Source: an optimization exercise on an open RTL-to-GDS flow (aim: small area, a short achievable clock period and few clock cycles per item). Production flows keep margins and buffers that such runs may drop.
RTL that was checked went through simulation tests only; none was proved equivalent to the original.
Only the layout flow was run in run 2; the RTL was not checked for function there.

==> flow/design.v (outline; a module is shown in full before it is edited, if it fits) <==
// module julia_render: 2201 lines
module julia_render #(
    parameter int H_PIXELS = 64,
    parameter int V_PIXELS = 48,
    parameter int MAX_ITER = 255,
    parameter int FRAC     = 14
) (
    input  logic               clock,
    input  logic               reset,
    input  logic               valid,
    input  logic signed [17:0] c_real,
    input  logic signed [17:0] c_comp,
    input  logic signed [17:0] x,
    input  logic signed [17:0] y,
    input  logic signed [17:0] scale,
    output logic [18:0]        wr_addr,
    output logic [7:0]         wr_data,
    output logic               wr_en,
    input  logic               wr_ready,
    output logic               busy,
    output logic               done
);
  // ...
==> flow/flow/run.sh <==
#!/bin/bash
set -euo pipefail
bash standard.sh SETUP_SLACK_MARGIN=8 "BUFFER_PORTS_ARGS=-buffer_cell sky130_fd_sc_hd__buf_1" finish > standard_make.log 2>&1
==> flow/standard.sh <==
#!/bin/bash
# synth_recipe.tcl (not shown) runs the flow's synth.tcl, then flattens the netlist and writes it again
# the make line also repeats each setting of config.mk as NAME=value (left out here)
make -C /OpenROAD-flow-scripts/flow DESIGN_CONFIG=/design/flow/config.mk WORK_HOME=/design/flow/orfs CLKGATE_MAP_FILE= SYNTH_SCRIPT=/design/flow/synth_recipe.tcl "${@:-finish}"
==> flow/config.mk <==
export PLATFORM = sky130hd
export DESIGN_NAME = julia_render
export DESIGN_NICKNAME = julia_render
export VERILOG_FILES = /design/flow/design.v
export SDC_FILE = /design/flow/constraint.sdc
export NUM_CORES = 4
export LEC_CHECK = 0
export CAP_MARGIN = 20
export CORE_MARGIN = 2
export CORE_UTILIZATION = 60
export CTS_BUF_LIST = sky130_fd_sc_hd__clkbuf_4 sky130_fd_sc_hd__clkbuf_8
export CTS_CLUSTER_SIZE = 30
export SLEW_MARGIN = 20
==> flow/constraint.sdc <==
create_clock -name core_clock -period 12.0 [get_ports {clock}]
set_input_delay 2.4000 -clock core_clock [delete_from_list [all_inputs] [get_ports {clock}]]
set_output_delay 2.4000 -clock core_clock [all_outputs]
set_load 0.01 [all_outputs]
==> reports/qor.yml, run 1 <==
hold_path.class: "reg -> reg"
holdPathEnd: "a1_q[11]$_DFF_P_"
worstPathMaxFanout: 4
relSlewSlack: 0.295
status: "complete, no violations"
vias: 23200
antenna_found_initial: 3
clk_latency_ps: 670
n_all_buffers: 221
rows: 85
num-nonclk-inverters: 551
r2r_end: "eb_q[9]$_DFF_P_"
cts_max_path_buffers: 3
grt_setup_unrepaired: "true"
vias_per_cell: 5.65
crit_top_cell: "inv_1"
synth_compound_area_frac: 0.0940
dieArea_mm2: 0.0560
port_buffers: 116
synthArstFlopShare: 0.0233
cts-hold-fix-buffers: 0
diodes: 2
startpoint_type: "register"
setup_violations: 0
pin_count: 124
grtUsageTotal: 0.308
initial_utilization: 0.605
slew_viol_final: 0
hpwlAfterDp_um: 61200
die_w_um: 237
topRoutingLayerUsed: "met5"
synthTopCellsByArea: "fa_1 23%, dfxtp_1 19%, ha_1 11%"
n_tap_cell: 696
grt_max_degree: 75
maxCapViolations: 0
period_share: 0.330
critical_path.top_delay_family: "adder cells"
grtUsageMet2: 0.501
yosysMostFrequentCell: "inv_1"
Testbench counts, summed over its fixed seeds: cycles 1,323,491, pixels 98,304.
==> run 2: changes to the inputs <==
--- a/flow/design.v
+++ b/flow/design.v
@@ -30,19 +30,19 @@
     logic        v1_q, p1_q, in1_q, per1_q, cap1_q;
     logic [17:0] s1r_q, s1i_q;
     logic [7:0]  it1_q;
     logic [11:0] a1_q;
     logic [23:0] xa_q, xb_q, ea_q, eb_q;
     logic [22:0] ya_q, yb_q;
     logic [1:0]  xk_q, ek_q;
     logic        yk_q;
-    logic        ov_q;
-    logic [11:0] oa_q;
-    logic [7:0]  od_q;
+    logic        ov_q, kv_q;
+    logic [11:0] oa_q, ka_q;
+    logic [7:0]  od_q, kd_q;
     logic        valid_q, busy_q, run_q, done_q;
     logic [15:0] dr, di;
     assign dr = zr_q[15:0];
     assign di = zi_q[15:0];
     wire t_1;
     wire t_2;
     assign t_1 = (dr[0] & dr[11]) ^ (dr[1] & dr[10]);
     assign t_2 = (dr[0] & dr[11]) & (dr[1] & dr[10]);
@@ -2107,33 +2107,36 @@
     assign xs     = xa_q + xb_q + {cr_q, 6'd0} + {22'd0, xk_q};
     assign zr_new = xs[23:6];
     assign ys     = ya_q + yb_q + {ci_q, 5'd0} + {22'd0, yk_q};
     assign zi_new = ys[22:5];
     assign es     = ea_q + eb_q + 24'hbf_ffff + {22'd0, ek_q};
     assign escape = !in1_q || !es[23];
     assign fin    = p1_q || (v1_q && (escape || cap1_q || per1_q));
     assign count  = (v1_q && per1_q) ? 8'hff : it1_q;
-    assign can_emit = !ov_q || wr_ready;
+    assign can_emit = !kv_q;
     assign emit     = run_q && fin && can_emit;
     assign load     = run_q && !gdone_q && (emit || !(v1_q || p1_q));
     logic start, finish;
     assign start  = valid && !valid_q && !run_q;
-    assign finish = gdone_q && !v0_q && !p0_q && !v1_q && !p1_q && !ov_q;
+    assign finish = gdone_q && !v0_q && !p0_q && !v1_q && !p1_q && !ov_q && !kv_q;
+    logic free;
+    assign free   = !ov_q || wr_ready;
     always_ff @(posedge clock or negedge reset) begin
         if (!reset) begin
             valid_q <= 1'b0;
             busy_q  <= 1'b0;
             run_q   <= 1'b0;
             done_q  <= 1'b0;
             v0_q    <= 1'b0;
             p0_q    <= 1'b0;
             v1_q    <= 1'b0;
             p1_q    <= 1'b0;
             ov_q    <= 1'b0;
+            kv_q    <= 1'b0;
             gdone_q <= 1'b0;
         end else begin
             valid_q <= valid;
             busy_q  <= start || (run_q && !finish);
             if (start) begin
                 run_q  <= 1'b1;
                 done_q <= 1'b0;
             end else if (run_q && finish) begin
@@ -2148,18 +2151,22 @@
                 gdone_q <= 1'b0;
             end else begin
                 v1_q <= v0_q;
                 p1_q <= p0_q;
                 v0_q <= load || (v1_q && !fin);
                 p0_q <= fin && !can_emit;
                 if (load && gcol_q == 6'd63 && grow_q == 6'd47) gdone_q <= 1'b1;
             end
-            if (emit) ov_q <= 1'b1;
-            else if (wr_ready) ov_q <= 1'b0;
+            if (free) begin
+                ov_q <= kv_q || emit;
+                kv_q <= kv_q && emit;
+            end else if (emit) begin
+                kv_q <= 1'b1;
+            end
         end
     end
     always_ff @(posedge clock) begin
         if (!run_q) begin
             cr_q    <= c_real;
             ci_q    <= c_comp;
             scale_q <= scale;
             gr_q    <= x;
@@ -2183,19 +2190,23 @@
             it0_q <= 8'd0;
             a0_q  <= {grow_q, gcol_q ^ {6{gdir_q}}};
         end else begin
             zr_q  <= zr_new;
             zi_q  <= zi_new;
             it0_q <= fin ? count : it1_q + 8'd1;
             a0_q  <= a1_q;
         end
-        if (emit) begin
-            oa_q <= a1_q;
-            od_q <= count;
+        if (free) begin
+            oa_q <= kv_q ? ka_q : a1_q;
+            od_q <= kv_q ? kd_q : count;
+        end
+        if (!kv_q) begin
+            ka_q <= a1_q;
+            kd_q <= count;
         end
     end
     assign wr_en   = ov_q;
     assign wr_addr = {7'd0, oa_q};
     assign wr_data = od_q;
     assign busy    = busy_q;
     assign done    = done_q;
 endmodule
==> flow/flow/run.sh (replaced) <==
#!/bin/bash
set -euo pipefail
bash standard.sh SETUP_SLACK_MARGIN=8.15 "BUFFER_PORTS_ARGS=-buffer_cell sky130_fd_sc_hd__buf_1" finish > standard_make.log 2>&1
==> flow/config.mk (replaced) <==
export PLATFORM = sky130hd
export DESIGN_NAME = julia_render
export DESIGN_NICKNAME = julia_render
export VERILOG_FILES = /design/flow/design.v
export SDC_FILE = /design/flow/constraint.sdc
export NUM_CORES = 4
export LEC_CHECK = 0
export CAP_MARGIN = 20
export CORE_MARGIN = 2
export CORE_UTILIZATION = 60
export SLEW_MARGIN = 20
==> reports/qor.yml, run 2 <==
drt_iter0_drc: 1719  # was 1,632
cts.sinks: 451  # was 430
hold_viol_final: 0  # unchanged
gp_congestion: 0.920  # was 0.866
cts_max_path_buffers: 3  # unchanged
grt_pass1_wl_um: 134000  # was 132,000 um
fin_skew_ps: 36.7  # was 44.9 ps
yosysTopAreaCell: "fa_1"  # unchanged
antenna_found_initial: 1  # was 3
regToRegStartpoint: "zr_q[15]$_DFF_P_"  # unchanged
crit_required_ps: 12510  # was 12,550 ps
first_pass_iters: 6  # was 5
whs_path_depth: 0  # unchanged
core_region_area_mm2: 0.0540  # was 0.0537 mm2
timing.setup.tns_ps: 0  # unchanged
synth_cell_types: 76  # was 74
cts_tree: "yes"  # unchanged
placed_cells: 3882  # was 3,909
grt_setup_unrepaired: "true"  # unchanged
fmax_ghz: 0.258  # was 0.252 GHz
vias_per_cell: 5.62  # was 5.65
ant_nets: 0  # unchanged
pin_count: 124  # unchanged
synth.avg_cell_area_um2: 10.3  # was 10.1 um2
die_w_um: 238  # was 237 um
fin_nets: 4110  # was 4,113
yosysMostFrequentCell: "inv_1"  # unchanged
drt-wirelength-per-cell_um: 21.5  # was 21.0 um
final_common_cell: "inv_1"  # unchanged
clk_latency_ps: 630  # was 670 ps
r2r_setup_slack_ps: 8130  # was 8040 ps
relSlewSlack: 0.441  # was 0.295
maxCapViolations: 0  # unchanged
grtUsageTotal: 0.310  # was 0.308
ff_latch_area_mm2: 0.0103  # was 0.00981 mm2
finalCriticalPeriod_ps: 3870  # was 3960 ps
grt_max_degree: 72  # was 75
critPathKind: "reg -> reg"  # unchanged
wl_um: 87900  # was 86,600 um
yosysSeqAreaShare: 0.310  # was 0.300
fillers: 4105  # was 4,320
drc: 0  # unchanged
vias: 23000  # was 23,200
port_buffers: 116  # unchanged
reg2regPathDepth: 12  # was 13
cp.arrival_ps: 4380  # was 4520 ps
slew_viol_final: 0  # unchanged
startpoint_type: "register"  # unchanged
netlist_instances: 3189  # was 3,220
synth_top_area_share: 0.230  # was 0.232
synth_edf_count: 110  # unchanged
hpwlAfterDp_um: 58900  # was 61,200 um
grt_pass1_vias: 23900  # was 24,000
cts_buffers: 51  # was 74
status: "complete, no violations"  # unchanged
setup_violations: 0  # unchanged
clkSlewWorstSetupHoldPaths_ps: 60  # about the same
dpl_cell_area_mm2: 0.0339  # was 0.0335 mm2
final_cells: 4091  # was 4,115
die_y_um: 238  # was 237 um
finish.utilization: 0.700  # was 0.681
yosys_warnings: 1  # unchanged
rows: 85  # unchanged
ys_seq_elements: 451  # was 430
drive_gt1_frac: 0.135  # was 0.114
pre_cts_ws_ps: 7090  # was 6720 ps
worst_pin_slew_ps: 827  # was 1060 ps
cp-end-kind: "register"  # unchanged
grt.overflow.total: 0  # unchanged
r2r_end: "eb_q[13]$_DFF_P_"  # was eb_q[9]$_DFF_P_
layout_common_cells: "503 x inv_1, 344 x fa_1, 307 x dfxtp_1"  # was 525 x inv_1, 359 x fa_1, 293 x dfxtp_1
syn2layout_area_growth_pct: 15.1  # was 12.6%
synthTopCellsByArea: "fa_1 23%, dfxtp_1 20%, ha_1 11%"  # was fa_1 23%, dfxtp_1 19%, ha_1 11%
fin_ws_ps: 8130  # was 8040 ps
synthArstFlopShare: 0.0244  # was 0.0233
holdPathEnd: "s0r_q[0]$_DFF_P_"  # was a1_q[11]$_DFF_P_
h-tree-depth: 2  # was 3
hold_start: "s1r_q[0]$_DFF_P_"  # was a0_q[11]$_DFF_P_
synthTopCellsByCount: "529 x inv_1, 377 x fa_1, 330 x dfxtp_1"  # was 539 x inv_1, 377 x fa_1, 310 x dfxtp_1
design_area_mm2: 0.0378  # was 0.0366 mm2
multiInputGateArea_mm2: 0.0204  # was 0.0203 mm2
cts-root-buf: "clkbuf_16"  # was clkbuf_8
cts-hold-fix-buffers: 0  # unchanged
worstPathMaxFanout: 4  # unchanged
synthFlopType: "dfxtp_1"  # unchanged
syn_area_mm2: 0.0329  # was 0.0325 mm2
period_share: 0.323  # was 0.330
initial_utilization: 0.608  # was 0.605
dieArea_mm2: 0.0566  # was 0.0560 mm2
hold_path.class: "reg -> reg"  # unchanged
[run 2: how the worst max path moves through the flow]
stage	start	end	slack, ps	cells after the start
after detailed placement	zi_q[11]$_DFF_P_	yb_q[11]$_DFF_P_	7090	13
after floorplan	zr_q[4]$_DFF_P_	eb_q[11]$_DFF_P_	8130	11
after CTS	zr_q[15]$_DFF_P_	eb_q[9]$_DFF_P_	8070	13
after global routing	zr_q[15]$_DFF_P_	eb_q[13]$_DFF_P_	8010	12
after global placement	zi_q[11]$_DFF_P_	yb_q[11]$_DFF_P_	7260	13
final	zr_q[15]$_DFF_P_	eb_q[13]$_DFF_P_	8130	12
[run 2: area by class of cell]
cell class,instances,share of cell area
multi-input cells,2039,0.539
flip-flops and latches,451,0.271
repair buffers,268,0.0633
inverters,541,0.0573
clock buffers,73,0.0389
well taps,696,0.0230
clock inverters,20,0.00698
repair inverters,2,0.000331
diodes,1,0.0000662
[run 2: critical path: stages, from the launching register on]
cell	delay, ps
dfxtp_4	360
buf_12	120
clkinvlp_4	90
buf_12	150
nor2_4	80
fa_1	440
fa_2	390
fa_1	580
fa_2	460
fa_1	520
inv_2	50
fa_1	470
inv_1	40
[run 2: logic make-up after synthesis]
kind of cell / count (synthesis) / synth area share
muxes: 71 / 0.0244
adders and majority gates: 662 / 0.338
buffers and inverters: 706 / 0.0820
xor gates and xnor gates: 265 / 0.0706
and+or+nand+nor: 602 / 0.0887
other: 1 / 0.000114
DFF: 451 / 0.310
AOI/OAI and AO/OA: 431 / 0.0858
[run 2: through the flow]
step	hold WS (ps)
final	319
after global routing	327
after CTS	308
after detailed placement	312
after global placement	311
after floorplan	310
[run 2: repair_timing]
action | in CTS | in global routing
pin swaps | 25 | 41
endpoints found under the hold margin | 0 | 0
gates resized for setup | 185 | 92
setup buffers | 57 | 36
gates cloned | 14 | 8
setup endpoints to repair | 184 | 114
[run 2: layer usage]
layer  global-route usage  wire length, um  vias up
li1                     -                -    10500
met1                0.409            35900    11300
met2                0.513            41100      886
met3               0.0512             6820      237
met4                0.124             4090        0
met5                    0                0        -

afterwards: timing with drivers on the ports:
The flow's constraints put no driver on any port. The routed layouts listed below were extracted and timed again, unchanged, in two steps. Step 1 (the two cells are an assumption about what drives the block):
set clk [get_ports {clock}]
set_driving_cell -lib_cell sky130_fd_sc_hd__clkbuf_16 $clk
set_driving_cell -lib_cell sky130_fd_sc_hd__buf_2 [delete_from_list [all_inputs] $clk]
Step 2, shift: input delay + t, output delay - t, t = (earliest + latest rising clock arrival at the registers) / 2. This alone moves slack from input paths to output paths. Slacks: no drivers / after step 1 / after step 2; pairs: no drivers / after step 1.
| run | shift t [ns] | setup slack, ns | worst hold slack (ns) | worst setup path after step 2 | worst register clock-pin slew, ns |
|---|---|---|---|---|---|
| run 1 | 0.713 | 8.036 / 8.036 / 7.421 | 0.320 / 0.320 / 0.320 | input to register | 0.07 / 0.07 |
| run 2 | 0.672 | 8.127 / 8.127 / 8.127 | 0.319 / 0.319 / 0.319 | register to register | 0.07 / 0.07 |
After both steps setup and hold are still met in every run listed. The setup slack of run 1, which loses most, moves by 0.000 ns with the drivers and by -0.615 ns with both steps.
